This is an optimization exercise on Yosys and OpenROAD, whose aim is small area, not a production implementation.
The RTL was checked by simulation tests, not by an equivalence proof against the original design.
Power is estimated from default activity; no workload was simulated.

## gamma
Design regfile_scoreboard, start of the top module:
module regfile_scoreboard #(
  parameter int unsigned nregs = 32,
  parameter int unsigned nbits = 32
) (
  input  logic                     clk,
  input  logic                     rst,
  input  logic [$clog2(nregs)-1:0] rs1_addr,
  input  logic                     rs1_en,
  output logic [nbits-1:0]         rs1_data,
  input  logic [$clog2(nregs)-1:0] rs2_addr,
  input  logic                     rs2_en,
  output logic [nbits-1:0]         rs2_data,
  input  logic                     issue_val,
  input  logic [$clog2(nregs)-1:0] issue_waddr,
  input  logic                     wb_en,
  input  logic [$clog2(nregs)-1:0] wb_addr,
  input  logic [nbits-1:0]         wb_data,
  output logic                     stall,
  output logic [nregs-1:0]         pending
);
  localparam int unsigned ngrp = (nregs + 2) / 3;   
  logic [nbits-1:0] q [1:nregs-1];    
  logic             ph;
  logic [nregs-1:1] pend;
  logic [nregs-1:1] wb_dec, iss_dec;
  logic [nregs-1:1] row_w, row_wn;
  logic [nregs-1:1] sel1, sel2;
  logic [nbits-1:0] wb_x;
  logic             byp1, byp2;
  logic             phx1, phx2;
  logic             busy1, busy2, busy_w;
  logic             issue_fire;
  logic [3:0] wb_lo, rs1_lo, rs2_lo, iss_lo;
  logic [7:0] wb_hi, rs1_hi, rs2_hi, iss_hi;
  logic [nregs-1:1] wb_dec_n;
  logic             rst_n;
  always_comb begin
    for (int unsigned k = 0; k < 4; k++) begin
      wb_lo[k]  = wb_en && (wb_addr[1:0] == k);
      rs1_lo[k] = (rs1_addr[1:0] == k);
  ...
For scale: roughly 3500 cells after synthesis, roughly 1000 flip-flops.
Settings: LEC_CHECK=0, CAP_MARGIN=15, CORE_MARGIN=2, CORE_UTILIZATION=50, SETUP_SLACK_MARGIN=0.45, SLEW_MARGIN=15, SYNTH_HIERARCHICAL=1, SYNTH_MINIMUM_KEEP_SIZE=0; clock period 6.0 ns.
standard.sh (not shown) runs the stock make flow with config.mk's settings and CLKGATE_MAP_FILE= SYNTH_SCRIPT=/design/flow/synth_recipe.tcl, a recipe that flattens the netlist after the stock synthesis.
==> flow/flow/run.sh <==
#!/bin/bash
# Own layout flow: the standard ORFS flow (standard.sh, synthesis included),
# with three changes to how the layout is made:
#  - after floorplanning, gates that synthesis upsized beyond what timing needs
#    are downsized (flow/post_floorplan.tcl);
#  - the input and output ports are buffered by buf_2 cells instead of the
#    resizer's default delay-buffer choice;
#  - clock tree synthesis clusters up to 28 flip-flops within 70 um per
#    clkbuf_16 leaf buffer and inserts no dummy loads.
set -euo pipefail
bash standard.sh \
  "POST_FLOORPLAN_TCL=$PWD/flow/post_floorplan.tcl" \
  "BUFFER_PORTS_ARGS=-buffer_cell sky130_fd_sc_hd__buf_2" \
  "CTS_ARGS=-sink_clustering_enable -repair_clock_nets -dont_use_dummy_load -buf_list sky130_fd_sc_hd__clkbuf_16 -sink_clustering_size 28 -sink_clustering_max_diameter 70" \
  finish > standard_flow.log 2>&1
==> flow/flow/post_floorplan.tcl <==
# Downsize gates that have timing slack to spare (before placement; the
# placement and routing repairs that follow fix slew, capacitance and timing).
repair_timing -recover_power 100 -verbose
gamma ended with every stage complete and zero timing, DRC or antenna violations.
> inputs changed (gamma -> alpha)
- SETUP_SLACK_MARGIN now 0.3, was 0.45
Results
Having completed the whole flow, alpha delivered a layout that passed the timing, DRC and antenna checks. alpha — detailed-router iteration count before antenna repair 3 lower, gamma as reference. Via count delta (alpha -> gamma): insignificant. [compare] base=gamma new=alpha: critical path depth decreased 2, distinct cell type count after synthesis essentially unchanged. Relative contribution of the clock network to total power essentially unchanged between gamma and alpha. On fraction of area in clock buffers and inverters, alpha and gamma are neck and neck. Post-placement cell count came out exactly the same in alpha and gamma. On global-route wire length before repair, alpha and gamma are basically level. Looking at minimum setup slack in the final design across both flows, alpha is the weaker of the two, with gamma ahead.


Another version of the RTL of regfile_scoreboard (not shown whole).
For scale: roughly 1000 flip-flops, roughly 160 I/O pins, roughly 0.039 sq mm of cells after synthesis.
Settings: LEC_CHECK=0, CAP_MARGIN=15, CORE_MARGIN=2, CORE_UTILIZATION=58, SETUP_SLACK_MARGIN=0.3, SLEW_MARGIN=15, SYNTH_HIERARCHICAL=1, SYNTH_MINIMUM_KEEP_SIZE=0; clock period 6.0 ns.
==> flow/flow/run.sh <==
#!/bin/bash
# Own layout flow: the standard ORFS flow (standard.sh, synthesis included),
# with three changes to how the layout is made:
#  - after floorplanning, gates that synthesis upsized beyond what timing needs
#    are downsized (flow/post_floorplan.tcl);
#  - the input and output ports are buffered by buf_1 cells (the resizer upsizes them where timing needs it) instead of the
#    resizer's default delay-buffer choice;
#  - clock tree synthesis clusters up to 28 flip-flops within 70 um per
#    clkbuf_16 leaf buffer and inserts no dummy loads.
set -euo pipefail
bash standard.sh \
  "POST_FLOORPLAN_TCL=$PWD/flow/post_floorplan.tcl" \
  "BUFFER_PORTS_ARGS=-buffer_cell sky130_fd_sc_hd__buf_1" \
  "CTS_ARGS=-sink_clustering_enable -repair_clock_nets -dont_use_dummy_load -buf_list sky130_fd_sc_hd__clkbuf_16 -sink_clustering_size 28 -sink_clustering_max_diameter 70" \
  finish > standard_flow.log 2>&1
Scripts as last shown in full above: flow/flow/post_floorplan.tcl
Then changed:
--- a/flow/flow/run.sh
+++ b/flow/flow/run.sh
@@ -6 +6 @@
-#  - the input and output ports are buffered by buf_1 cells (the resizer upsizes them where timing needs it) instead of the
+#  - the input and output ports are buffered by buf_2 cells instead of the
@@ -13 +13 @@
-  "BUFFER_PORTS_ARGS=-buffer_cell sky130_fd_sc_hd__buf_1" \
+  "BUFFER_PORTS_ARGS=-buffer_cell sky130_fd_sc_hd__buf_2" \
- CORE_UTILIZATION: 58 -> 50
=> The new run passed the timing, DRC and antenna checks; clock skew went down by 0.0097 ns; core utilization went down by 9.4 points; hold slack gains 0.0049 ns; first-iteration DRC count went down by about 13%.

afterwards: timing with drivers on the ports:
Ports are ideal in the flow. The routed layouts listed here were re-timed in OpenROAD. Step 1, drivers: a clkbuf_16 drives clk and a buf_2 each remaining input, both assumed. Step 2 moves the port delays by t, midway between the first and last clock arrival at a register: inputs arrive t later, outputs are due t later. That takes back most of the time a late clock gives input paths. Slacks: no drivers / after step 1 / after step 2; pairs: no drivers / after step 1.
run | shift t [ns] | setup slack, ns | worst setup path after step 2
gamma | 0.711 | 0.287 / 0.242 / 0.242 | input to output
alpha | 0.715 | 0.190 / 0.167 / 0.167 | input to output
the first run of note 2 | 0.720 | 0.156 / 0.131 / 0.131 | input to output
the second run of note 2 | 0.730 | 0.176 / 0.073 / 0.073 | input to output
After both steps setup and hold are still met in every run listed. The setup slack of the second run of note 2, which loses most, moves by -0.103 ns with the drivers and by -0.103 ns with both steps.
